From an optimization exercise on the open Yosys and OpenROAD flow, aimed at small area and few clock cycles per item; shortcuts taken in it are not production practice.
At most, simulation tests tie the RTL to the original design; equivalence was not proved.
Function not checked in run 1: the RTL went through the layout flow alone.

<file path="flow/design.v">
package nhc_pkg;
	localparam int unsigned NOTE_W = 7;
	localparam int unsigned CHAN_W = 8;
	localparam int unsigned SEG_W  = 8;
	localparam logic [SEG_W-1:0] SEG_RESET = 8'd12;
	function automatic logic [16:0] add16(input logic [15:0] a, input logic [15:0] b, input logic ci);
		logic c;
		logic [15:0] s;
		c = ci;
		for (int i = 0; i < 16; i++) begin
			s[i] = a[i] ^ b[i] ^ c;
			c    = (a[i] & b[i]) | (a[i] & c) | (b[i] & c);
		end
		add16 = {c, s};
	endfunction
	function automatic logic carry8(input logic [7:0] a, input logic [7:0] b, input logic ci);
		logic c;
		c = ci;
		for (int i = 0; i < 8; i++) c = (a[i] & b[i]) | (a[i] & c) | (b[i] & c);
		carry8 = c;
	endfunction
	function automatic logic [16:0] sub16(input logic [15:0] a, input logic [15:0] b);
		sub16 = add16(a, ~b, 1'b1);
	endfunction
	function automatic logic [15:0] mul8x8(input logic [7:0] a, input logic [7:0] b);
		logic [15:0] s, c, pp, ns, nc;
		s = '0;
		c = '0;
		for (int i = 0; i < 8; i++) begin
			pp = '0;
			for (int k = 0; k < 8; k++) pp[i+k] = a[k] & b[i];
			for (int k = 0; k < 16; k++) begin
				ns[k] = s[k] ^ c[k] ^ pp[k];
				nc[k] = (s[k] & c[k]) | (s[k] & pp[k]) | (c[k] & pp[k]);
			end
			s = ns;
			c = {nc[14:0], 1'b0};
		end
		mul8x8 = add16(s, c, 1'b0);
	endfunction
	function automatic logic [13:0] mul8x6(input logic [7:0] a, input logic [5:0] b);
		logic [15:0] s, c, pp, ns, nc;
		s = '0;
		c = '0;
		for (int i = 0; i < 6; i++) begin
			pp = '0;
			for (int k = 0; k < 8; k++) pp[i+k] = a[k] & b[i];
			for (int k = 0; k < 16; k++) begin
				ns[k] = s[k] ^ c[k] ^ pp[k];
				nc[k] = (s[k] & c[k]) | (s[k] & pp[k]) | (c[k] & pp[k]);
			end
			s = ns;
			c = {nc[14:0], 1'b0};
		end
		mul8x6 = 14'(add16(s, c, 1'b0));
	endfunction
	function automatic logic [31:0] csa16(input logic [15:0] a, input logic [15:0] b, input logic [15:0] c);
		logic [15:0] s, k;
		for (int i = 0; i < 16; i++) begin
			s[i] = a[i] ^ b[i] ^ c[i];
			k[i] = (a[i] & b[i]) | (a[i] & c[i]) | (b[i] & c[i]);
		end
		csa16 = {k[14:0], 1'b0, s};
	endfunction
	function automatic logic [16:0] add3(input logic [15:0] a, input logic [15:0] b, input logic [15:0] c,
			input logic ci);
		logic [31:0] t;
		t = csa16(a, b, c);
		add3 = add16(t[15:0], t[31:16], ci);
	endfunction
	function automatic logic [16:0] add4(input logic [15:0] a, input logic [15:0] b, input logic [15:0] c,
			input logic [15:0] d, input logic ci);
		logic [31:0] t;
		t = csa16(a, b, c);
		add4 = add3(t[15:0], t[31:16], d, ci);
	endfunction
	function automatic logic [15:0] madd86(input logic [7:0] a, input logic [5:0] b, input logic [15:0] c,
			input logic [15:0] d);
		logic [15:0] s, k, pp;
		logic [31:0] t;
		s = c;
		k = d;
		for (int i = 0; i < 6; i++) begin
			pp = '0;
			for (int n = 0; n < 8; n++) pp[i+n] = a[n] & b[i];
			t = csa16(s, k, pp);
			s = t[15:0];
			k = t[31:16];
		end
		madd86 = 16'(add16(s, k, 1'b0));
	endfunction
endpackage
module note_hue_to_rgb_colour (
	input  logic                          clk,
	input  logic                          arst_n,
	input  logic                          psel,
	input  logic                          penable,
	input  logic                          pwrite,
	input  logic [2:0]                    paddr,
	input  logic [31:0]                   pwdata,
	output logic [31:0]                   prdata,
	output logic                          pready,
	input  logic                          note_valid,
	output logic                          note_ready,
	input  logic [nhc_pkg::NOTE_W-1:0]    note_number,
	input  logic [nhc_pkg::CHAN_W-1:0]    saturation,
	input  logic [nhc_pkg::CHAN_W-1:0]    brightness,
	input  logic [nhc_pkg::CHAN_W-1:0]    opacity,
	output logic                          rgb_valid,
	input  logic                          rgb_ready,
	output logic [nhc_pkg::CHAN_W-1:0]    red,
	output logic [nhc_pkg::CHAN_W-1:0]    green,
	output logic [nhc_pkg::CHAN_W-1:0]    blue,
	output logic [nhc_pkg::CHAN_W-1:0]    alpha_out
);
	logic [7:0] seg;
	logic       seg_zero;
	assign pready = 1'b1;
	assign prdata = (paddr[2] || seg_zero) ? 32'd0 : {24'd0, seg};
	always_ff @(posedge clk or negedge arst_n) begin
		if (!arst_n) begin
			seg      <= nhc_pkg::SEG_RESET;
			seg_zero <= 1'b0;
		end else if (psel && penable && pwrite && !paddr[2]) begin
			seg      <= {pwdata[7:1], pwdata[0] | (pwdata[7:0] == 8'd0)};
			seg_zero <= (pwdata[7:0] == 8'd0);
		end
	end
	logic [4:1] vld, ld;
	assign ld[1] = !vld[1] || ld[2];
	assign ld[2] = !vld[2] || ld[3];
	assign ld[3] = !vld[3] || ld[4];
	assign ld[4] = !vld[4] || rgb_ready;
	assign note_ready = ld[1];
	assign rgb_valid  = vld[4];
	always_ff @(posedge clk or negedge arst_n) begin
		if (!arst_n) begin
			vld <= '0;
		end else begin
			if (ld[1]) vld[1] <= note_valid;
			if (ld[2]) vld[2] <= vld[1];
			if (ld[3]) vld[3] <= vld[2];
			if (ld[4]) vld[4] <= vld[3];
		end
	end
	logic [6:0] note_c;
	logic [7:0] s_c, v_c, alpha_c;
	assign note_c = note_number;
	assign s_c = saturation;
	assign v_c = brightness;
	assign alpha_c = opacity;
	logic [3:0] m4_c;
	logic [7:0] r_c;
	logic [2:0] a_c;
	logic [7:0] b_c;
	logic [13:0] z_c;
	logic [8:0] qa5_c;
	logic [0:0] qq5_c;
	logic [4:0] zr5_c;
	logic [8:0] qa4_c;
	logic [1:0] qq4_c;
	logic [3:0] zr4_c;
	logic [8:0] qa3_c;
	logic [2:0] qq3_c;
	logic [2:0] zr3_c;
	logic [15:0] p_c;
	logic [7:0] p1_c;
	logic [7:0] p0_c;
	logic [8:0] qa2_c;
	logic [3:0] qq2_c;
	logic [1:0] zr2_c;
	logic [8:0] qa1_c;
	logic [4:0] qq1_c;
	logic [0:0] zr1_c;
	logic [5:0] q_c;
	logic [2:0] sec_c;
	logic [5:0] j_c;
	logic [7:0] c60_c;
	logic [13:0] k0_c;
	logic [13:0] t_c;
	logic [7:0] x8_c;
	logic [3:0] m_c;
	logic [0:0] nz_c;
	logic [7:0] red_c;
	logic [7:0] green_c;
	logic [7:0] blue_c;
	logic [7:0] s_q1;
	logic [7:0] v_q1;
	logic [7:0] alpha_q1;
	logic [7:0] r_q1;
	logic [7:0] s_q2;
	logic [7:0] v_q2;
	logic [7:0] alpha_q2;
	logic [2:0] a_q2;
	logic [8:0] qa5_q2;
	logic [0:0] qq5_q2;
	logic [4:0] zr5_q2;
	logic [7:0] v_q3;
	logic [7:0] alpha_q3;
	logic [2:0] a_q3;
	logic [7:0] p1_q3;
	logic [7:0] p0_q3;
	logic [5:0] q_q3;
	logic [7:0] v_q4;
	logic [7:0] alpha_q4;
	logic [2:0] sec_q4;
	logic [7:0] c60_q4;
	logic [13:0] t_q4;
	always_comb begin
		logic [7:0] acc, t;
		logic [16:0] d;
		acc = '0;
		for (int i = 6; i >= 3; i--) begin
			t = {acc[6:0], note_c[i]} & 8'((1 << (7 - i)) - 1);
			d = nhc_pkg::sub16({8'b0, t}, {8'b0, seg});
			if (d[16]) acc = d[7:0] & 8'((1 << (7 - i)) - 1);
			else acc = t;
		end
		m4_c = acc[3:0];
	end
	always_comb begin
		logic [7:0] acc, t;
		logic [16:0] d;
		acc = {4'b0, m4_c};
		for (int i = 2; i >= 0; i--) begin
			t = {acc[6:0], note_c[i]} & 8'((1 << (7 - i)) - 1);
			d = nhc_pkg::sub16({8'b0, t}, {8'b0, seg});
			if (d[16]) acc = d[7:0] & 8'((1 << (7 - i)) - 1);
			else acc = t;
		end
		r_c = acc;
	end
	always_ff @(posedge clk) begin
		if (ld[1] && note_valid) begin
			s_q1 <= s_c;
			v_q1 <= v_c;
			alpha_q1 <= alpha_c;
			r_q1 <= r_c;
		end
	end
	always_comb begin
		logic [10:0] t;
		logic [16:0] d;
		t = 11'(nhc_pkg::add16({6'b0, r_q1, 2'b00}, {7'b0, r_q1, 1'b0}, 1'b0));
		d = nhc_pkg::add3({6'b0, r_q1, 2'b00}, {7'b0, r_q1, 1'b0}, ~{6'b0, seg, 2'b00}, 1'b1);
		a_c[2] = d[16];
		if (d[16]) t = d[10:0];
		d = nhc_pkg::sub16({6'b0, t[9:0]}, {7'b0, seg, 1'b0});
		a_c[1] = d[16];
		t = {1'b0, d[16] ? d[9:0] : t[9:0]};
		d = nhc_pkg::sub16({7'b0, t[8:0]}, {8'b0, seg});
		a_c[0] = d[16];
		if (d[16]) t = {2'b0, d[8:0]};
		b_c = t[7:0];
	end
	always_comb begin
		logic [16:0] u;
		u = nhc_pkg::add3({2'b0, b_c, 6'b0}, ~{6'b0, b_c, 2'b0}, {9'b0, seg[7:1]}, 1'b1);
		z_c = u[13:0];
	end
	always_comb begin
		logic [8:0] r, t, n;
		logic [5:0] zr;
		logic [16:0] d;
		r = {1'b0, z_c[13:6]};
		zr = z_c[5:0];
		t = {r[7:0], zr[5]};
		n = r[8] ? {1'b0, seg} : ~{1'b0, seg};
		d = nhc_pkg::add16({7'b0, t}, {7'b0, n}, !r[8]);
		qa5_c = d[8:0];
		qq5_c = !d[8];
		zr5_c = zr[4:0];
	end
	always_ff @(posedge clk) begin
		if (ld[2] && vld[1]) begin
			s_q2 <= s_q1;
			v_q2 <= v_q1;
			alpha_q2 <= alpha_q1;
			a_q2 <= a_c;
			qa5_q2 <= qa5_c;
			qq5_q2 <= qq5_c;
			zr5_q2 <= zr5_c;
		end
	end
	always_comb begin
		logic [8:0] r, t, n;
		logic [5:0] zr;
		logic [16:0] d;
		r = qa5_q2;
		zr = 6'(zr5_q2);
		t = {r[7:0], zr[4]};
		n = r[8] ? {1'b0, seg} : ~{1'b0, seg};
		d = nhc_pkg::add16({7'b0, t}, {7'b0, n}, !r[8]);
		qa4_c = d[8:0];
		qq4_c = {qq5_q2, !d[8]};
		zr4_c = zr[3:0];
	end
	always_comb begin
		logic [8:0] r, t, n;
		logic [5:0] zr;
		logic [16:0] d;
		r = qa4_c;
		zr = 6'(zr4_c);
		t = {r[7:0], zr[3]};
		n = r[8] ? {1'b0, seg} : ~{1'b0, seg};
		d = nhc_pkg::add16({7'b0, t}, {7'b0, n}, !r[8]);
		qa3_c = d[8:0];
		qq3_c = {qq4_c, !d[8]};
		zr3_c = zr[2:0];
	end
	assign p_c = nhc_pkg::mul8x8(s_q2, v_q2);
	always_comb begin
		logic [16:0] ab;
		logic ge;
		ab = nhc_pkg::add16({8'b0, p_c[15:8]}, {8'b0, p_c[7:0]}, 1'b0);
		ge = ab[8] | (ab[7:0] == 8'hff);
		p1_c = 8'(nhc_pkg::add16({8'b0, p_c[15:8]}, 16'd0, ge));
		p0_c = 8'(nhc_pkg::add16({8'b0, ab[7:0]}, 16'd0, ge));
	end
	always_comb begin
		logic [8:0] r, t, n;
		logic [5:0] zr;
		logic [16:0] d;
		r = qa3_c;
		zr = 6'(zr3_c);
		t = {r[7:0], zr[2]};
		n = r[8] ? {1'b0, seg} : ~{1'b0, seg};
		d = nhc_pkg::add16({7'b0, t}, {7'b0, n}, !r[8]);
		qa2_c = d[8:0];
		qq2_c = {qq3_c, !d[8]};
		zr2_c = zr[1:0];
	end
	always_comb begin
		logic [8:0] r, t, n;
		logic [5:0] zr;
		logic [16:0] d;
		r = qa2_c;
		zr = 6'(zr2_c);
		t = {r[7:0], zr[1]};
		n = r[8] ? {1'b0, seg} : ~{1'b0, seg};
		d = nhc_pkg::add16({7'b0, t}, {7'b0, n}, !r[8]);
		qa1_c = d[8:0];
		qq1_c = {qq2_c, !d[8]};
		zr1_c = zr[0:0];
	end
	always_comb begin
		logic [8:0] r, t, n;
		logic [5:0] zr;
		logic [16:0] d;
		r = qa1_c;
		zr = 6'(zr1_c);
		t = {r[7:0], zr[0]};
		n = r[8] ? {1'b0, seg} : ~{1'b0, seg};
		d[16:9] = '0;
		d[8] = t[8] ^ n[8] ^ nhc_pkg::carry8(t[7:0], n[7:0], !r[8]);
		d[7:0] = '0;
		q_c = {qq1_c, !d[8]};
	end
	always_ff @(posedge clk) begin
		if (ld[3] && vld[2]) begin
			v_q3 <= v_q2;
			alpha_q3 <= alpha_q2;
			a_q3 <= a_q2;
			p1_q3 <= p1_c;
			p0_q3 <= p0_c;
			q_q3 <= q_c;
		end
	end
	always_comb begin
		logic ovf;
		ovf = (q_q3 == 6'd60);
		case (a_q3)
			3'd0: sec_c = ovf ? 3'd3 : 3'd2;
			3'd1: sec_c = ovf ? 3'd4 : 3'd3;
			3'd2: sec_c = ovf ? 3'd5 : 3'd4;
			3'd3: sec_c = ovf ? 3'd0 : 3'd5;
			3'd4: sec_c = ovf ? 3'd1 : 3'd0;
			default: sec_c = ovf ? 3'd2 : 3'd1;
		endcase
		j_c = a_q3[0] ? q_q3 : 6'(nhc_pkg::sub16(16'd60, {10'b0, q_q3}));
	end
	assign c60_c = 8'(nhc_pkg::add16({8'b0, v_q3}, ~{8'b0, p1_q3}, (p0_q3 == 8'd0)));
	assign k0_c = 14'(nhc_pkg::madd86(p0_q3, j_c, 16'd0, 16'd0));
	always_comb begin
		logic [1:0] ck;
		logic cy;
		cy = 1'b0;
		for (int i = 0; i < 8; i++) begin
			logic hb;
			hb = (i < 6) ? k0_c[8+i] : 1'b0;
			cy = (hb & k0_c[i]) | (hb & cy) | (k0_c[i] & cy);
		end
		ck = (k0_c == 14'd0) ? 2'd0 : cy ? 2'd2 : 2'd1;
		t_c = 14'(nhc_pkg::madd86(p1_q3, j_c, {10'b0, k0_c[13:8]}, {14'b0, ck}));
	end
	always_ff @(posedge clk) begin
		if (ld[4] && vld[3]) begin
			v_q4 <= v_q3;
			alpha_q4 <= alpha_q3;
			sec_q4 <= sec_c;
			c60_q4 <= c60_c;
			t_q4 <= t_c;
		end
	end
	always_comb begin
		logic [11:0] x;
		logic [5:0] m1;
		logic [4:0] m2;
		x = t_q4[13:2];
		m1 = 6'(nhc_pkg::add3({12'b0, x[11:8]}, {12'b0, x[7:4]}, {12'b0, x[3:0]}, 1'b0));
		m2 = 5'(nhc_pkg::add16({14'b0, m1[5:4]}, {12'b0, m1[3:0]}, 1'b0));
		m_c = (m2 >= 5'd15) ? 4'(m2 - 5'd15) : m2[3:0];
		nz_c = (t_q4[1:0] != 2'b0) || (m_c != 4'd0);
		x8_c = x[7:0];
	end
	always_comb begin
		logic [7:0] cj;
		cj = 8'(nhc_pkg::add4({8'b0, v_q4}, {8'b0, x8_c}, {8'b0, x8_c[3:0], 4'b0}, {8'b0, ~{m_c, m_c}}, !nz_c));
		case (sec_q4)
			3'd0:    begin red_c = v_q4;   green_c = cj;  blue_c = c60_q4; end
			3'd1:    begin red_c = cj;  green_c = v_q4;   blue_c = c60_q4; end
			3'd2:    begin red_c = c60_q4; green_c = v_q4;   blue_c = cj;  end
			3'd3:    begin red_c = c60_q4; green_c = cj;  blue_c = v_q4;   end
			3'd4:    begin red_c = cj;  green_c = c60_q4; blue_c = v_q4;   end
			default: begin red_c = v_q4;   green_c = c60_q4; blue_c = cj;  end
		endcase
	end
	assign red = red_c;
	assign green = green_c;
	assign blue = blue_c;
	assign alpha_out = alpha_q4;
endmodule
</file>
<file path="flow/flow/synth.tcl">
# The standard flow's synthesis script (standard.sh's synth_recipe.tcl) with one change: abc maps the logic
# with an area-only script (flow/abc_small.script) in place of ORFS's area script
proc synth {args} { yosys synth -nofsm -noshare {*}$args }
proc abc {args} {
  set i [lsearch -exact $args -script]
  if { $i >= 0 } { lset args [expr {$i + 1}] $::env(FLOW_ABC_SCRIPT) }
  yosys abc {*}$args
}
</file>
<file path="flow/standard.sh">
#!/bin/bash
# synth_recipe.tcl (not shown) runs the flow's synth.tcl, then flattens the netlist and writes it again
# the make line also repeats each setting of config.mk as NAME=value (left out here)
make -C /OpenROAD-flow-scripts/flow DESIGN_CONFIG=/design/flow/config.mk WORK_HOME=/design/flow/orfs CLKGATE_MAP_FILE= SYNTH_SCRIPT=/design/flow/synth_recipe.tcl "${@:-finish}"
</file>
<file path="flow/flow/names.py">
#!/usr/bin/env python3
"""Give each register of our netlist the instance name that the standard synthesis gave the
register driving the same net (the names the checks pair registers by).
usage: names.py standard.v ours.v out.v"""
import re, sys

FF = r'(sky130_fd_sc_hd__(?:edfxtp|dfrtp|dfstp|dfxtp|dfrbp|dfsbp|sdfxtp|edfxbp)_\d+)\s+(\S+)\s*\((.*?)\);'

def flops(text):
    out = {}
    for typ, name, body in re.findall(FF, text, re.S):
        pins = dict((p, n.strip()) for p, n in re.findall(r'\.(\w+)\(([^()]*)\)', body))
        out[name] = (typ, pins.get('Q'))
    return out

std = open(sys.argv[1]).read()
ours = open(sys.argv[2]).read()
by_q = {q: (name, typ) for name, (typ, q) in flops(std).items()}
mine = flops(ours)
if len(mine) != len(by_q):
    sys.exit('register count differs: %d vs %d' % (len(mine), len(by_q)))
ren = {}
for name, (typ, q) in mine.items():
    if q not in by_q:
        sys.exit('no standard register drives %s' % q)
    sname, styp = by_q[q]
    if styp != typ:
        sys.exit('register %s is %s, standard %s' % (q, typ, styp))
    if sname != name:
        ren[name] = sname
taken = set(mine) - set(ren)
for old, new in ren.items():
    if new in taken:
        sys.exit('name clash %s' % new)
def sub(m):
    typ, name = m.group(1), m.group(2)
    return m.group(0).replace(name, ren[name], 1) if name in ren else m.group(0)
out = re.sub(r'(sky130_fd_sc_hd__\w+)\s+(\S+)\s*\(', sub, ours)
# escaped identifiers need a trailing space before the port list
out = re.sub(r'(\\\S+\$\w+_)\(', r'\1 (', out)
open(sys.argv[3], 'w').write(out)
print('renamed %d registers: %s' % (len(ren), ', '.join('%s -> %s' % kv for kv in ren.items())))
</file>
<file path="flow/flow/abc_small.script">
strash
&get -n
&dch -f
&nf -a
&put
amap
topo
</file>
<file path="flow/config.mk">
export PLATFORM = sky130hd
export DESIGN_NAME = note_hue_to_rgb_colour
export DESIGN_NICKNAME = note_hue_to_rgb_colour
export VERILOG_FILES = /design/flow/design.v
export SDC_FILE = /design/flow/constraint.sdc
export NUM_CORES = 4
export LEC_CHECK = 0
export ABC_AREA = 1
export CAP_MARGIN = 20
export CELL_PAD_IN_SITES_DETAIL_PLACEMENT = 1
export CORE_MARGIN = 2
export CORE_UTILIZATION = 40
export CTS_BUF_LIST = sky130_fd_sc_hd__clkbuf_8
export PLACE_DENSITY = 0.5
export SLEW_MARGIN = 20
</file>
<file path="flow/flow/run.sh">
#!/bin/bash
# Layout: the standard flow (standard.sh), with these changes
#  - synthesis: yosys synth without its early abc pass (SYNTH_ARGS=-noabc), so that the full
#    adders are extracted from the arithmetic as written, and the final abc mapping uses
#    flow/abc_small.script (area only). Registers are inferred and mapped as in the standard
#    synthesis, which also runs here; each register then takes the instance name the standard
#    synthesis gave the register driving the same net (flow/names.py).
#  - port buffers are buf_1 cells; clock tree without dummy loads; one tie cell per constant
# Each tool's output goes to a log in this folder.
set -euo pipefail
here=$(pwd)
res=orfs/results/sky130hd/note_hue_to_rgb_colour/base
# 1. the standard synthesis (register names)
bash standard.sh synth > standard_synth.log 2>&1
cp $res/1_2_yosys.v standard_1_2_yosys.v
# 2. our synthesis, in its own work folder
{ cat flow/synth.tcl; tail -n +2 synth_recipe.tcl; } > my_synth.tcl
sed -e "s#SYNTH_SCRIPT=[^ ]*#SYNTH_SCRIPT=$here/my_synth.tcl#" -e "s#WORK_HOME=[^ ]*#WORK_HOME=$here/orfs_my#" standard.sh > my_synth.sh
SYNTH_ARGS="-noabc" FLOW_ABC_SCRIPT="$here/flow/abc_small.script" bash my_synth.sh synth > my_synth.log 2>&1
python3 flow/names.py standard_1_2_yosys.v orfs_my/results/sky130hd/note_hue_to_rgb_colour/base/1_2_yosys.v our_1_2_yosys.v > names.log 2>&1
# 3. the rest of the standard flow on our netlist
cp our_1_2_yosys.v $res/1_2_yosys.v
rm -f $res/1_synth.odb $res/1_synth.sdc
touch $res/1_2_yosys.v
export BUFFER_PORTS_ARGS="-buffer_cell sky130_fd_sc_hd__buf_1"
export CTS_ARGS="-sink_clustering_enable -repair_clock_nets -buf_list sky130_fd_sc_hd__clkbuf_8 -dont_use_dummy_load"
export SKIP_REPAIR_TIE_FANOUT=1
bash standard.sh > standard.log 2>&1
</file>
<file path="flow/constraint.sdc">
create_clock -name core_clock -period 17.0 [get_ports {clk}]
set_input_delay 3.4000 -clock core_clock [delete_from_list [all_inputs] [get_ports {clk}]]
set_output_delay 3.4000 -clock core_clock [all_outputs]
set_load 0.01 [all_outputs]
</file>
==> flow_summary.json, run 1 <==
{
  "syn_inst": 1182,
  "placed_area_um2": 15900,
  "ios": 140,
  "clkTransAtPathRegs_ns": 0.10,
  "top_register": "t_q4",
  "relSlewSlack_pct": 34.0,
  "rsz0062_at_grt": "yes",
  "largest_reg_flops": 14,
  "layout-drive-gt1-share_pct": 11.5,
  "arrival_ns": 16.81,
  "drc": 0,
  "cts_hold_buf": 0,
  "place_congestion": 0.826,
  "status": "no timing/DRC/antenna violations",
  "first_global_vias": 10400,
  "start_util_pct": 40.8,
  "fin_crit_sh_pct": 97.5,
  "slowest_delay_ns": 0.51,
  "r2r_setup_slack_ns": 0.43,
  "syn-num-nets": 1599,
  "root_buffer": "clkbuf_8",
  "dp_hpwl_um": 26700,
  "grt.overflow.total": 0,
  "drtAntennaViolNets": 0,
  "crit_top_cell": "fa_2",
  "cp.required_ns": 17.24,
  "dr.pass1.iters": 7,
  "grt_pass1_wl_um": 54500,
  "end_kind": "flip-flop",
  "max-cap-violations": 0,
  "postLayoutCellArea_um2": 16400,
  "final_nets": 1742,
  "path_class": "reg2reg",
  "max_freq_ghz": 0.0604,
  "cts.sinks": 168,
  "grtUsageMet1_pct": 25.4,
  "cts_max_path_buffers": 2,
  "use_met2_pct": 30.4,
  "antenna_found_initial": 0,
  "final_cell_mix": "fa_1, nor2_1, clkinv_1",
  "cts_made_buffers": 17,
  "tritoncts": "built",
  "ctsHtreeMaxLevel": 4,
  "whs_ns": 0.411,
  "port_buffers": 88,
  "crit_slowest_cell": "edfxtp_1",
  "layout_commonest_cell": "fa_1",
  "top_usage_layer": "met2",
  "met3_usage_pct": 2.68,
  "netlist_area_um2": 14600,
  "viasPerCell": 5.21,
  "drtIter0Drc": 540,
  "cp_max_fo": 8,
  "die_x_um": 195,
  "min_period_ns": 16.57,
  "die_y_um": 195,
  "setup_viol": 0,
  "clk_latency_ns": 0.49,
  "final_hold_viol_count": 0,
  "synth_warnings": 1,
  "drv_slew": 0,
  "rows": 69,
  "top_regs": "t_q4: 14 flops, qa5_q2: 9 flops",
  "skew_ns": 0.0312,
  "wl_per_cell_um": 18.1,
  "coreArea_um2": 35700,
  "worstHoldPathType": "reg2reg",
  "grt_max_degree": 42,
  "avgSynthCellArea_um2": 12.3,
  "start_kind": "flip-flop",
  "grt_use_total_pct": 18.3,
  "num_vias": 9289,
  "tightest_slew_ns": 0.988,
  "areaGrowthSynthToFinish_pct": 12.2,
  "dieArea_um2": 38000,
  "wl_um": 32400,
  "diodes": 0
}
## per-layer routing
metal | share of wire, % | vias to the layer above | wire length (um)
met5 | 0 | - | 0
met3 | 3.1 | 23 | 997
met1 | 47 | 4833 | 15300
met4 | 1.1 | 0 | 354
li1 | - | 4268 | -
met2 | 49 | 165 | 15700
## through the flow
step | TNS [ns] | util, % | std cells | worst slack, ns
floorplan | 0 | - | 1182 | 0.0322
global placement | 0 | 44.4 | 1748 | 0.210
detailed placement | -0.176 | 44.4 | 1748 | -0.171
CTS | 0 | 45.1 | 1767 | 0.0260
global route | -0.210 | 45.8 | 1784 | -0.115
finish | 0 | 45.8 | 1784 | 0.433
## final cells by class
class / count / area, um2
tap: 461 / 577
clock buffer: 17 / 234
sequential: 168 / 4980
timing repair buffer: 149 / 816
fill: 3805 / 19400
multi-input combinational: 805 / 9030
inverter: 184 / 722
## timing repair
item                                   CTS  global route
setup buffers                            2            16
resized for setup                        2            26
pin swaps                                2            16
gates cloned                             0             0
setup endpoints to repair                1            10
endpoints found under the hold margin    0             0
## path summary, 6_finish.rpt
| path | endpoint | cells after the start | start |
|---|---|---|---|
| worst max register to register | q_q3[0] | 60 | qa5_q2[8] |
| worst max-delay path | q_q3[0] | 60 | qa5_q2[8] |
| max in group asynchronous | seg[0] | 1 | arst_n |
| min in group asynchronous | seg_zero | 1 | arst_n |
| worst min register to register | v_q2[1] | 0 | v_q1[1] |
| worst min-delay path | v_q2[1] | 0 | v_q1[1] |
## critical path, delay by kind of cell (launching register included)
kind,cells,cell delay [ns]
simple gates,1,0.13
buf+inv,9,1.01
fa+ha+maj,32,11.65
compound gates,15,2.47
xor+xnor,3,0.60
flops,1,0.51
==> inputs of run 2 (changes only) <==
--- a/flow/design.v
+++ b/flow/design.v
@@ -201,5 +201,7 @@
 	logic [7:0] p1_q3;
 	logic [7:0] p0_q3;
-	logic [5:0] q_q3;
+	logic [8:0] qa1_q3;
+	logic [4:0] qq1_q3;
+	logic [0:0] zr1_q3;
 	logic [7:0] v_q4;
 	logic [7:0] alpha_q4;
@@ -344,10 +346,22 @@
 		zr1_c = zr[0:0];
 	end
+	always_ff @(posedge clk) begin
+		if (ld[3] && vld[2]) begin
+			v_q3 <= v_q2;
+			alpha_q3 <= alpha_q2;
+			a_q3 <= a_q2;
+			p1_q3 <= p1_c;
+			p0_q3 <= p0_c;
+			qa1_q3 <= qa1_c;
+			qq1_q3 <= qq1_c;
+			zr1_q3 <= zr1_c;
+		end
+	end
 	always_comb begin
 		logic [8:0] r, t, n;
 		logic [5:0] zr;
 		logic [16:0] d;
-		r = qa1_c;
-		zr = 6'(zr1_c);
+		r = qa1_q3;
+		zr = 6'(zr1_q3);
 		t = {r[7:0], zr[0]};
 		n = r[8] ? {1'b0, seg} : ~{1'b0, seg};
@@ -355,19 +369,9 @@
 		d[8] = t[8] ^ n[8] ^ nhc_pkg::carry8(t[7:0], n[7:0], !r[8]);
 		d[7:0] = '0;
-		q_c = {qq1_c, !d[8]};
-	end
-	always_ff @(posedge clk) begin
-		if (ld[3] && vld[2]) begin
-			v_q3 <= v_q2;
-			alpha_q3 <= alpha_q2;
-			a_q3 <= a_q2;
-			p1_q3 <= p1_c;
-			p0_q3 <= p0_c;
-			q_q3 <= q_c;
-		end
+		q_c = {qq1_q3, !d[8]};
 	end
 	always_comb begin
 		logic ovf;
-		ovf = (q_q3 == 6'd60);
+		ovf = (q_c == 6'd60);
 		case (a_q3)
 			3'd0: sec_c = ovf ? 3'd3 : 3'd2;
@@ -378,5 +382,5 @@
 			default: sec_c = ovf ? 3'd2 : 3'd1;
 		endcase
-		j_c = a_q3[0] ? q_q3 : 6'(nhc_pkg::sub16(16'd60, {10'b0, q_q3}));
+		j_c = a_q3[0] ? q_c : 6'(nhc_pkg::sub16(16'd60, {10'b0, q_c}));
 	end
 	assign c60_c = 8'(nhc_pkg::add16({8'b0, v_q3}, ~{8'b0, p1_q3}, (p0_q3 == 8'd0)));
--- a/flow/config.mk
+++ b/flow/config.mk
@@ -8,8 +8,6 @@
 export ABC_AREA = 1
 export CAP_MARGIN = 20
-export CELL_PAD_IN_SITES_DETAIL_PLACEMENT = 1
 export CORE_MARGIN = 2
 export CORE_UTILIZATION = 40
 export CTS_BUF_LIST = sky130_fd_sc_hd__clkbuf_8
-export PLACE_DENSITY = 0.5
 export SLEW_MARGIN = 20
==> flow_summary.json, run 2 <==
{
  "slowest_delay_ns": 0.51,
  "die_x_um": 196,
  "syn_inst": 1188,
  "netlist_area_um2": 14800,
  "dp_slack_ns": 0.00704,
  "cts.sinks": 177,
  "clkTransAtPathRegs_ns": 0.09,
  "min_period_ns": 16.28,
  "ctsHtreeMaxLevel": 4,
  "reg2reg_from": "r_q1[2]",
  "ios": 140,
  "wl_per_cell_um": 16.7,
  "final_cell_mix": "fa_1, nor2_1, clkinv_1",
  "tightest_slew_ns": 1.02,
  "drtIter0Drc": 582,
  "max-cap-violations": 0,
  "first_global_vias": 9824,
  "crit_top_cell": "fa_1",
  "critPathLaunch": "r_q1[2]",
  "place_congestion": 0.867,
  "root_buffer": "clkbuf_8",
  "rows": 70,
  "port_buffers": 88,
  "final_hold_viol_count": 0,
  "cp_max_fo": 6,
  "fin_cells": 1775,
  "cts_max_path_buffers": 2,
  "start_util_pct": 40.5,
  "path_buf_inv": 7,
  "cts_hold_buf": 0,
  "crit_slowest_cell": "fa_1",
  "layout-drive-gt1-share_pct": 6.04,
  "relSlewSlack_pct": 31.6,
  "top_regs": "t_q4: 14 flops, qa1_q3: 9 flops, qa5_q2: 9 flops",
  "fin_ws_ns": 0.725,
  "rsz0062_at_grt": "yes",
  "die_y_um": 196,
  "syn-num-nets": 1605,
  "dr.pass1.iters": 9,
  "drc": 0,
  "viasPerCell": 5.16,
  "max_freq_ghz": 0.0614,
  "synth_warnings": 1,
  "clk_latency_ns": 0.49,
  "largest_reg_flops": 14,
  "critical-path-top-delay-family": "adder cells",
  "areaGrowthSynthToFinish_pct": 9.36,
  "grt_use_total_pct": 16.6,
  "end_kind": "flip-flop",
  "setup_viol": 0,
  "drv_slew": 0,
  "fillers": 3317,
  "top_register": "t_q4",
  "dp_hpwl_um": 23800,
  "cts_made_buffers": 17,
  "start_kind": "flip-flop",
  "diodes": 0,
  "num_vias": 9160,
  "wl_um": 29600,
  "grt_pass1_wl_um": 50300,
  "dp_cells": 1751,
  "whs_ns": 0.408,
  "grt_max_degree": 51,
  "skew_ns": 0.0424,
  "grt.overflow.total": 0,
  "final_nets": 1726,
  "layout_commonest_cell": "fa_1",
  "cp.required_ns": 17.21,
  "hp-start": "alpha_q3[4]",
  "arrival_ns": 16.49,
  "worstHoldPathType": "reg2reg",
  "dieArea_um2": 38600,
  "fin_crit_sh_pct": 95.7,
  "avgSynthCellArea_um2": 12.5,
  "antenna_found_initial": 0,
  "coreArea_um2": 36500,
  "final_util_pct": 44.3,
  "tritoncts": "built",
  "path_class": "reg2reg",
  "drtAntennaViolNets": 0,
  "status": "no timing/DRC/antenna violations"
}
-- run 2: routing by layer --
layer	up-vias	wire length, um	track usage, %
met3	25	1560	3.18
li1	4234	-	-
met4	0	393	4.46
met2	229	14100	26.9
met1	4672	13600	23.2
met5	-	0	0
-- run 2: final timing paths --
path | end | slack (ns) | cells after the start
min in group asynchronous | seg_zero | 2.98 | 1
setup / recovery | qq5_q2 | 0.72 | 51
hold reg to reg | alpha_q4[4] | 0.41 | 0
hold / removal | alpha_q4[4] | 0.41 | 0
max in group asynchronous | vld[3] | 13.46 | 1
setup reg to reg | qq5_q2 | 0.72 | 51
-- run 2: what timing repair did --
action | in CTS | in global routing
setup buffers | 0 | 7
setup endpoints to repair | 0 | 13
resized for setup | 0 | 24
-- run 2: per-stage QoR --
| step | cell area [um2] | TNS, ns |
|---|---|---|
| 2_1_floorplan | 14800 | 0 |
| 6_report | 16200 | 0 |
| 4_1_cts | 16000 | 0 |
| 5_1_grt | 16200 | -0.0434 |
| 3_3_place_gp | 15800 | 0 |
| 3_5_place_dp | 15800 | 0 |
-- run 2: layout make-up --
| cell class | count | area (um2) | area share (%) |
|---|---|---|---|
| multi-input cells | 813 | 8840 | 54.6 |
| flip-flops and latches | 177 | 5250 | 32.4 |
| inverters | 173 | 653 | 4.03 |
| repair buffers | 127 | 623 | 3.85 |
| well taps | 468 | 586 | 3.62 |
| clock buffers | 17 | 234 | 1.44 |
Testbench counts of run 2, summed over its fixed seeds: cycles 16,448, items 16,384.
==> inputs of run 3 (changes only) <==
--- a/flow/design.v
+++ b/flow/design.v
@@ -20,4 +20,20 @@
 		carry8 = c;
 	endfunction
+	function automatic logic carry8f(input logic [7:0] a, input logic [7:0] b, input logic ci);
+		logic [7:0] g, p;
+		logic [3:0] g2, p2;
+		logic [1:0] g4, p4;
+		g = a & b;
+		p = a | b;
+		for (int i = 0; i < 4; i++) begin
+			g2[i] = g[2*i+1] | (p[2*i+1] & g[2*i]);
+			p2[i] = p[2*i+1] & p[2*i];
+		end
+		for (int i = 0; i < 2; i++) begin
+			g4[i] = g2[2*i+1] | (p2[2*i+1] & g2[2*i]);
+			p4[i] = p2[2*i+1] & p2[2*i];
+		end
+		carry8f = g4[1] | (p4[1] & g4[0]) | (p4[1] & p4[0] & ci);
+	endfunction
 	function automatic logic [16:0] sub16(input logic [15:0] a, input logic [15:0] b);
 		sub16 = add16(a, ~b, 1'b1);
@@ -178,5 +194,6 @@
 	logic [7:0] c60_c;
 	logic [13:0] k0_c;
-	logic [13:0] t_c;
+	logic [11:0] tx_c;
+	logic [0:0] tl_c;
 	logic [7:0] x8_c;
 	logic [3:0] m_c;
@@ -208,5 +225,6 @@
 	logic [2:0] sec_q4;
 	logic [7:0] c60_q4;
-	logic [13:0] t_q4;
+	logic [11:0] tx_q4;
+	logic [0:0] tl_q4;
 	always_comb begin
 		logic [7:0] acc, t;
@@ -367,5 +385,5 @@
 		n = r[8] ? {1'b0, seg} : ~{1'b0, seg};
 		d[16:9] = '0;
-		d[8] = t[8] ^ n[8] ^ nhc_pkg::carry8(t[7:0], n[7:0], !r[8]);
+		d[8] = t[8] ^ n[8] ^ nhc_pkg::carry8f(t[7:0], n[7:0], !r[8]);
 		d[7:0] = '0;
 		q_c = {qq1_q3, !d[8]};
@@ -387,4 +405,5 @@
 	assign k0_c = 14'(nhc_pkg::madd86(p0_q3, j_c, 16'd0, 16'd0));
 	always_comb begin
+		logic [13:0] t;
 		logic [1:0] ck;
 		logic cy;
@@ -396,5 +415,7 @@
 		end
 		ck = (k0_c == 14'd0) ? 2'd0 : cy ? 2'd2 : 2'd1;
-		t_c = 14'(nhc_pkg::madd86(p1_q3, j_c, {10'b0, k0_c[13:8]}, {14'b0, ck}));
+		t = 14'(nhc_pkg::madd86(p1_q3, j_c, {10'b0, k0_c[13:8]}, {14'b0, ck}));
+		tx_c = t[13:2];
+		tl_c = (t[1:0] != 2'b0);
 	end
 	always_ff @(posedge clk) begin
@@ -404,5 +425,6 @@
 			sec_q4 <= sec_c;
 			c60_q4 <= c60_c;
-			t_q4 <= t_c;
+			tx_q4 <= tx_c;
+			tl_q4 <= tl_c;
 		end
 	end
@@ -411,9 +433,9 @@
 		logic [5:0] m1;
 		logic [4:0] m2;
-		x = t_q4[13:2];
+		x = tx_q4;
 		m1 = 6'(nhc_pkg::add3({12'b0, x[11:8]}, {12'b0, x[7:4]}, {12'b0, x[3:0]}, 1'b0));
 		m2 = 5'(nhc_pkg::add16({14'b0, m1[5:4]}, {12'b0, m1[3:0]}, 1'b0));
 		m_c = (m2 >= 5'd15) ? 4'(m2 - 5'd15) : m2[3:0];
-		nz_c = (t_q4[1:0] != 2'b0) || (m_c != 4'd0);
+		nz_c = tl_q4 || (m_c != 4'd0);
 		x8_c = x[7:0];
 	end
--- a/flow/config.mk
+++ b/flow/config.mk
@@ -7,7 +7,7 @@
 export LEC_CHECK = 0
 export ABC_AREA = 1
-export CAP_MARGIN = 20
+export CAP_MARGIN = 5
 export CORE_MARGIN = 2
 export CORE_UTILIZATION = 40
 export CTS_BUF_LIST = sky130_fd_sc_hd__clkbuf_8
-export SLEW_MARGIN = 20
+export SLEW_MARGIN = 5
==> flow_summary.json, run 3 <==
{
  "rows": 70,
  "die_x_um": 197,
  "cts.sinks": 176,
  "first_global_vias": 9987,
  "drc": 0,
  "cts_max_path_buffers": 2,
  "place_congestion": 0.858,
  "clk_latency_ns": 0.50,
  "viasPerCell": 5.13,
  "skew_ns": 0.0488,
  "cp.required_ns": 17.27,
  "path_class": "reg2reg",
  "final_hold_viol_count": 0,
  "areaGrowthSynthToFinish_pct": 9.03,
  "ctsHtreeMaxLevel": 4,
  "root_buffer": "clkbuf_8",
  "cts_made_buffers": 17,
  "netlist_area_um2": 14800,
  "coreArea_um2": 36600,
  "top_regs": "tx_q4: 12 flops, qa1_q3: 9 flops, qa5_q2: 9 flops",
  "grt.overflow.total": 0,
  "rsz0062_at_grt": "no",
  "wl_um": 30000,
  "drv_slew": 0,
  "dp_cells": 1766,
  "dieArea_um2": 38600,
  "largest_reg_flops": 12,
  "multi_input_area_um2": 8840,
  "relSlewSlack_pct": 33.7,
  "port_buffers": 88,
  "dp_hpwl_um": 24000,
  "top_register": "tx_q4",
  "cp_max_fo": 10,
  "fillers": 3398,
  "fin_cells": 1789,
  "diodes": 0,
  "tritoncts": "built",
  "max-cap-violations": 0,
  "max_freq_ghz": 0.0616,
  "grt_pass1_wl_um": 50400,
  "antenna_found_initial": 0,
  "top_usage_layer": "met2",
  "crit_top_cell": "fa_1",
  "grtUsageMet1_pct": 23.2,
  "num_vias": 9171,
  "dr.pass1.iters": 6,
  "end_kind": "flip-flop",
  "tightest_slew_ns": 0.993,
  "cts_hold_buf": 0,
  "avgSynthCellArea_um2": 12.3,
  "syn-num-nets": 1619,
  "seq_area_um2": 5220,
  "status": "no timing/DRC/antenna violations",
  "final_nets": 1740,
  "tns_ns": 0,
  "drtAntennaViolNets": 0,
  "clkTransAtPathRegs_ns": 0.11,
  "ios": 140,
  "layout_commonest_cell": "fa_1",
  "min_period_ns": 16.24,
  "wl_per_cell_um": 16.8,
  "syn_inst": 1202,
  "arrival_ns": 16.50,
  "slowest_delay_ns": 0.44,
  "synth_warnings": 1,
  "worstHoldPathType": "reg2reg",
  "grt_max_degree": 51,
  "use_met2_pct": 27.5,
  "start_util_pct": 40.5,
  "start_kind": "flip-flop",
  "grt_use_total_pct": 16.8,
  "crit_slowest_cell": "fa_1",
  "final_cell_mix": "fa_1, nor2_1, clkinv_1",
  "setup_viol": 0,
  "met3_usage_pct": 3.11,
  "drtIter0Drc": 664,
  "die_y_um": 197,
  "fin_crit_sh_pct": 95.5,
  "layout-drive-gt1-share_pct": 5.53
}
run 3: cell type report:
| cell class | count | area share [%] |
|---|---|---|
| Multi-Input combinational cell | 823 | 54.6 |
| Sequential cell | 176 | 32.3 |
| Clock buffer | 17 | 1.45 |
| Inverter | 178 | 4.15 |
| Timing Repair Buffer | 127 | 3.85 |
| Tap cell | 468 | 3.62 |
run 3: worst max-delay path: cells and delay by family (launching register included):
kind,cells,cell delay [ns]
compound gates,7,0.81
xor+xnor,3,0.60
fa+ha+maj,32,12.81
buf+inv,8,1.15
flops,1,0.43
simple gates,3,0.22
run 3: worst paths after layout:
check | startpoint | to | slack [ns] | depth (start not counted)
min | s_q1[5] | s_q2[5] | 0.41 | 0
max in group asynchronous | arst_n | vld[1] | 13.57 | 1
min reg2reg | s_q1[5] | s_q2[5] | 0.41 | 0
max reg2reg | seg[0] | qa1_q3[8] | 0.76 | 53
max | seg[0] | qa1_q3[8] | 0.76 | 53
min in group asynchronous | arst_n | seg[7] | 2.94 | 1
run 3: routing by layer:
metal	routed length, um	share of wire (%)
met5	0	0
met4	489	1.6
met3	1350	4.5
met2	14100	47
met1	14100	47
run 3: through the flow:
stage               utilization (%)  hold slack (ns)  area, um2  setup WS, ns
floorplan                         -            0.400      14800         0.138
global placement               43.3            0.401      15800         0.472
detailed placement             43.3            0.405      15800         0.267
CTS                            43.9            0.410      16100         0.426
global route                   44.2            0.423      16200       0.00430
finish                         44.2            0.409      16200         0.763
run 3: what timing repair did:
action | 4_1_cts | 5_1_grt
endpoints found under the setup margin | 0 | 8
gates resized for setup | 0 | 15
setup buffers | 0 | 6
Testbench counts of run 3, summed over its fixed seeds: cycles 16,448, items 16,384.
==> inputs of run 4 (changes only) <==
--- a/flow/config.mk
+++ b/flow/config.mk
@@ -7,7 +7,7 @@
 export LEC_CHECK = 0
 export ABC_AREA = 1
-export CAP_MARGIN = 5
+export CAP_MARGIN = 20
 export CORE_MARGIN = 2
 export CORE_UTILIZATION = 40
 export CTS_BUF_LIST = sky130_fd_sc_hd__clkbuf_8
-export SLEW_MARGIN = 5
+export SLEW_MARGIN = 20
==> flow_summary.json, run 4 <==
{
  "r2r_end": "qa1_q3[8]",
  "holdPathStages": 0,
  "dp_cells": 1766,
  "die_y_um": 197,
  "path_buf_inv": 8,
  "min_period_ns": 16.24,
  "fin_cells": 1789,
  "skew_ns": 0.0488,
  "layout_commonest_cell": "fa_1",
  "syn-num-nets": 1619,
  "grt_max_degree": 51,
  "clkTransAtPathRegs_ns": 0.11,
  "cts.sinks": 176,
  "top_register": "tx_q4",
  "final_cell_mix": "fa_1, nor2_1, clkinv_1",
  "grt_use_total_pct": 16.8,
  "max_freq_ghz": 0.0616,
  "antenna_found_initial": 0,
  "avgSynthCellArea_um2": 12.3,
  "wl_um": 30000,
  "drtIter0Drc": 664,
  "crit_top_cell": "fa_1",
  "cts_hold_buf": 0,
  "rsz0062_at_grt": "no",
  "diodes": 0,
  "die_x_um": 197,
  "rows": 70,
  "path_depth": 53,
  "drv_slew": 0,
  "hp-start": "s_q1[5]",
  "max-cap-violations": 0,
  "num_vias": 9171,
  "tns_ns": 0,
  "place_congestion": 0.858,
  "netlist_area_um2": 14800,
  "top_regs": "tx_q4: 12 flops, qa1_q3: 9 flops, qa5_q2: 9 flops",
  "fin_ws_ns": 0.763,
  "start_util_pct": 40.5,
  "dp_hpwl_um": 24000,
  "coreArea_um2": 36600,
  "clk_latency_ns": 0.50,
  "start_kind": "flip-flop",
  "largest_reg_flops": 12,
  "min_to": "s_q2[5]",
  "cp.required_ns": 17.27,
  "cts_made_buffers": 17,
  "drtAntennaViolNets": 0,
  "fin_crit_sh_pct": 95.5,
  "tritoncts": "built",
  "layout-drive-gt1-share_pct": 5.53,
  "dr.pass1.iters": 6,
  "relSlewSlack_pct": 33.7,
  "worstHoldPathType": "reg2reg",
  "crit_slowest_cell": "fa_1",
  "port_buffers": 88,
  "placed_area_um2": 15800,
  "dp_slack_ns": 0.267,
  "r2r_setup_slack_ns": 0.76,
  "final_hold_viol_count": 0,
  "postLayoutCellArea_um2": 16200,
  "setup_viol": 0,
  "dieArea_um2": 38600,
  "critical-path-top-delay-family": "adder cells",
  "reg2reg_from": "seg[0]",
  "grt.overflow.total": 0,
  "synth_warnings": 1,
  "ios": 140,
  "final_nets": 1740,
  "path_class": "reg2reg",
  "arrival_ns": 16.50,
  "cts_max_path_buffers": 2,
  "viasPerCell": 5.13,
  "areaGrowthSynthToFinish_pct": 9.03,
  "status": "no timing/DRC/antenna violations",
  "first_global_vias": 9987,
  "syn_inst": 1202,
  "wl_per_cell_um": 16.8,
  "root_buffer": "clkbuf_8",
  "slowest_delay_ns": 0.44,
  "grt_pass1_wl_um": 50400,
  "tightest_slew_ns": 0.993,
  "end_kind": "flip-flop",
  "ctsHtreeMaxLevel": 4,
  "reg2regPathDepth": 53,
  "drc": 0,
  "cp_max_fo": 10,
  "fillers": 3398
}
## run 4: metrics by stage
step / util (%) / hold slack, ns
after global routing: 44.2 / 0.423
after global placement: 43.3 / 0.401
after floorplan: - / 0.400
after detailed placement: 43.3 / 0.405
after CTS: 43.9 / 0.410
final: 44.2 / 0.409
## run 4: worst max-delay path by stage
stage,startpoint,to,slack (ns)
after global placement,r_q1[2],qq5_q2,0.47
after detailed placement,note_number[6],r_q1[0],0.27
after CTS,r_q1[2],qq5_q2,0.43
after floorplan,seg[0],qa1_q3[8],0.14
final,seg[0],qa1_q3[8],0.76
after global routing,r_q1[1],qq5_q2,0.004
## run 4: what timing repair did
action | CTS | global route
setup buffers | 0 | 6
setup endpoints to repair | 0 | 8
resized for setup | 0 | 15
## run 4: cell type report
class / count / area [um2] / share of cell area, %
flip-flops and latches: 176 / 5220 / 32.3
clock buffers: 17 / 234 / 1.45
well taps: 468 / 586 / 3.62
inverters: 178 / 672 / 4.15
repair buffers: 127 / 623 / 3.85
multi-input cells: 823 / 8840 / 54.6
## run 4: metal layers
metal,GRT usage [%],routed length [um],share of wire [%]
met5,0,0,0
met4,4.51,489,1.6
met3,3.11,1350,4.5
met2,27.5,14100,47
met1,23.2,14100,47
## run 4: worst reg2reg max path: cells and delay by family (launching register included)
family / cells / cell delay, ns
fa+ha+maj: 32 / 12.81
buf+inv: 8 / 1.15
compound gates: 7 / 0.82
xor+xnor: 3 / 0.60
flops: 1 / 0.43
simple gates: 3 / 0.22
==> inputs of run 5 (changes only) <==
--- a/flow/flow/run.sh
+++ b/flow/flow/run.sh
@@ -24,5 +24,5 @@
 touch $res/1_2_yosys.v
 export BUFFER_PORTS_ARGS="-buffer_cell sky130_fd_sc_hd__buf_1"
-export CTS_ARGS="-sink_clustering_enable -repair_clock_nets -buf_list sky130_fd_sc_hd__clkbuf_8 -dont_use_dummy_load"
+export CTS_ARGS="-sink_clustering_enable -repair_clock_nets -buf_list sky130_fd_sc_hd__clkbuf_8 -dont_use_dummy_load -sink_clustering_size 25 -sink_clustering_max_diameter 80"
 export SKIP_REPAIR_TIE_FANOUT=1
 bash standard.sh > standard.log 2>&1
==> flow_summary.json, run 5 <==
{
  "status": "no timing/DRC/antenna violations",
  "cts.sinks": 176,
  "grt_pass1_wl_um": 50400,
  "netlist_area_um2": 14800,
  "max-cap-violations": 0,
  "reg2regPathDepth": 53,
  "final_nets": 1740,
  "rsz0062_at_grt": "no",
  "grt_max_degree": 51,
  "cts_max_path_buffers": 2,
  "start_util_pct": 40.5,
  "tns_ns": 0,
  "ctsHtreeMaxLevel": 4,
  "cts_hold_buf": 0,
  "ios": 140,
  "top_regs": "tx_q4: 12 flops, qa1_q3: 9 flops, qa5_q2: 9 flops",
  "fin_crit_sh_pct": 95.5,
  "crit_slowest_cell": "fa_1",
  "place_congestion": 0.858,
  "max_freq_ghz": 0.0616,
  "drc": 0,
  "syn-num-nets": 1619,
  "root_buffer": "clkbuf_8",
  "cp.required_ns": 17.27,
  "path_class": "reg2reg",
  "min_period_ns": 16.24,
  "holdPathStages": 0,
  "setup_viol": 0,
  "largest_reg_flops": 12,
  "port_buffers": 88,
  "synth_warnings": 1,
  "relSlewSlack_pct": 33.7,
  "r2r_setup_slack_ns": 0.76,
  "layout-drive-gt1-share_pct": 5.53,
  "syn_inst": 1202,
  "fillers": 3398,
  "die_y_um": 197,
  "dieArea_um2": 38600,
  "first_global_vias": 9987,
  "skew_ns": 0.0488,
  "placed_area_um2": 15800,
  "tritoncts": "built",
  "crit_top_cell": "fa_1",
  "drtIter0Drc": 664,
  "top_register": "tx_q4",
  "grt.overflow.total": 0,
  "clk_latency_ns": 0.50,
  "antenna_found_initial": 0,
  "avgSynthCellArea_um2": 12.3,
  "layout_commonest_cell": "fa_1",
  "cp_max_fo": 10,
  "start_kind": "flip-flop",
  "num_vias": 9171,
  "end_kind": "flip-flop",
  "slowest_delay_ns": 0.44,
  "arrival_ns": 16.50,
  "coreArea_um2": 36600,
  "final_hold_viol_count": 0,
  "die_x_um": 197,
  "wl_um": 30000,
  "hp-start": "s_q1[5]",
  "clkTransAtPathRegs_ns": 0.11,
  "reg2reg_from": "seg[0]",
  "worstHoldPathType": "reg2reg",
  "min_to": "s_q2[5]",
  "diodes": 0,
  "wl_per_cell_um": 16.8,
  "rows": 70,
  "viasPerCell": 5.13,
  "drtAntennaViolNets": 0,
  "areaGrowthSynthToFinish_pct": 9.03,
  "cts_made_buffers": 17,
  "grt_use_total_pct": 16.8,
  "dr.pass1.iters": 6,
  "dp_hpwl_um": 24000,
  "r2r_end": "qa1_q3[8]",
  "final_cell_mix": "fa_1, nor2_1, clkinv_1",
  "postLayoutCellArea_um2": 16200,
  "drv_slew": 0,
  "tightest_slew_ns": 0.993
}
## run 5: layer usage
layer  track usage [%]  up-vias  part of all wire, %
li1                  -     4294                    -
met1              23.2     4625                   47
met2              27.5      223                   47
met3              3.11       29                  4.5
met4              4.51        0                  1.6
met5                 0        -                    0
## run 5: how the worst max path moves through the flow
stage,start,depth (start not counted),endpoint
global placement,r_q1[2],50,qq5_q2
detailed placement,note_number[6],42,r_q1[0]
global route,r_q1[1],51,qq5_q2
floorplan,seg[0],46,qa1_q3[8]
finish,seg[0],53,qa1_q3[8]
CTS,r_q1[2],50,qq5_q2
## run 5: area by class of cell
type,count,area [um2],area share (%)
multi-input combinational,823,8840,54.6
sequential,176,5220,32.3
inverter,178,672,4.15
timing repair buffer,127,623,3.85
tap,468,586,3.62
clock buffer,17,234,1.45
## run 5: worst max-delay path, delay by kind of cell (launching register included)
family	cells	cell delay (ns)
buf+inv	8	1.15
simple gates	3	0.22
compound gates	7	0.81
fa+ha+maj	32	12.81
xor+xnor	3	0.60
flops	1	0.43
## run 5: metrics by stage
step                      hold slack [ns]  instances  util, %  worst slack (ns)
final                               0.409       1789     44.2             0.763
after global placement              0.401       1766     43.3             0.472
after floorplan                     0.400       1202        -             0.138
after detailed placement            0.405       1766     43.3             0.267
after global routing                0.423       1789     44.2           0.00430
after CTS                           0.410       1783     43.9             0.426
## run 5: repair_timing
item                       4_1_cts  5_1_grt
setup buffers                    0        6
setup endpoints to repair        0        8
resized for setup                0       15

[static timing again, ports no longer ideal]
How much do the figures lean on ideal ports? The routed layouts below were timed once more, with nothing changed but the port constraints. Step 1 assumes that a clkbuf_16 drives the clock port and a buf_2 every other input. Step 2 moves the port delays by t, midway between the first and last clock arrival at a register: inputs arrive t later, outputs are due t later. That takes back most of the time a late clock gives input paths. a / b / c = ideal ports / drivers / drivers and shift; a / b = the first two.
run	shift t [ns]	setup slack, ns	hold WS [ns]	slew at the worst register clock pin (ns)
run 1	0.520	0.433 / 0.433 / 0.433	0.411 / 0.411 / 0.411	0.10 / 0.10
run 2	0.508	0.725 / 0.725 / 0.470	0.408 / 0.408 / 0.408	0.12 / 0.12
run 3	0.522	0.763 / 0.763 / 0.305	0.409 / 0.409 / 0.409	0.11 / 0.11
run 4	0.522	0.763 / 0.763 / 0.305	0.409 / 0.409 / 0.409	0.11 / 0.11
run 5	0.522	0.763 / 0.763 / 0.305	0.409 / 0.409 / 0.409	0.11 / 0.11
After both steps setup and hold are still met in every run listed.
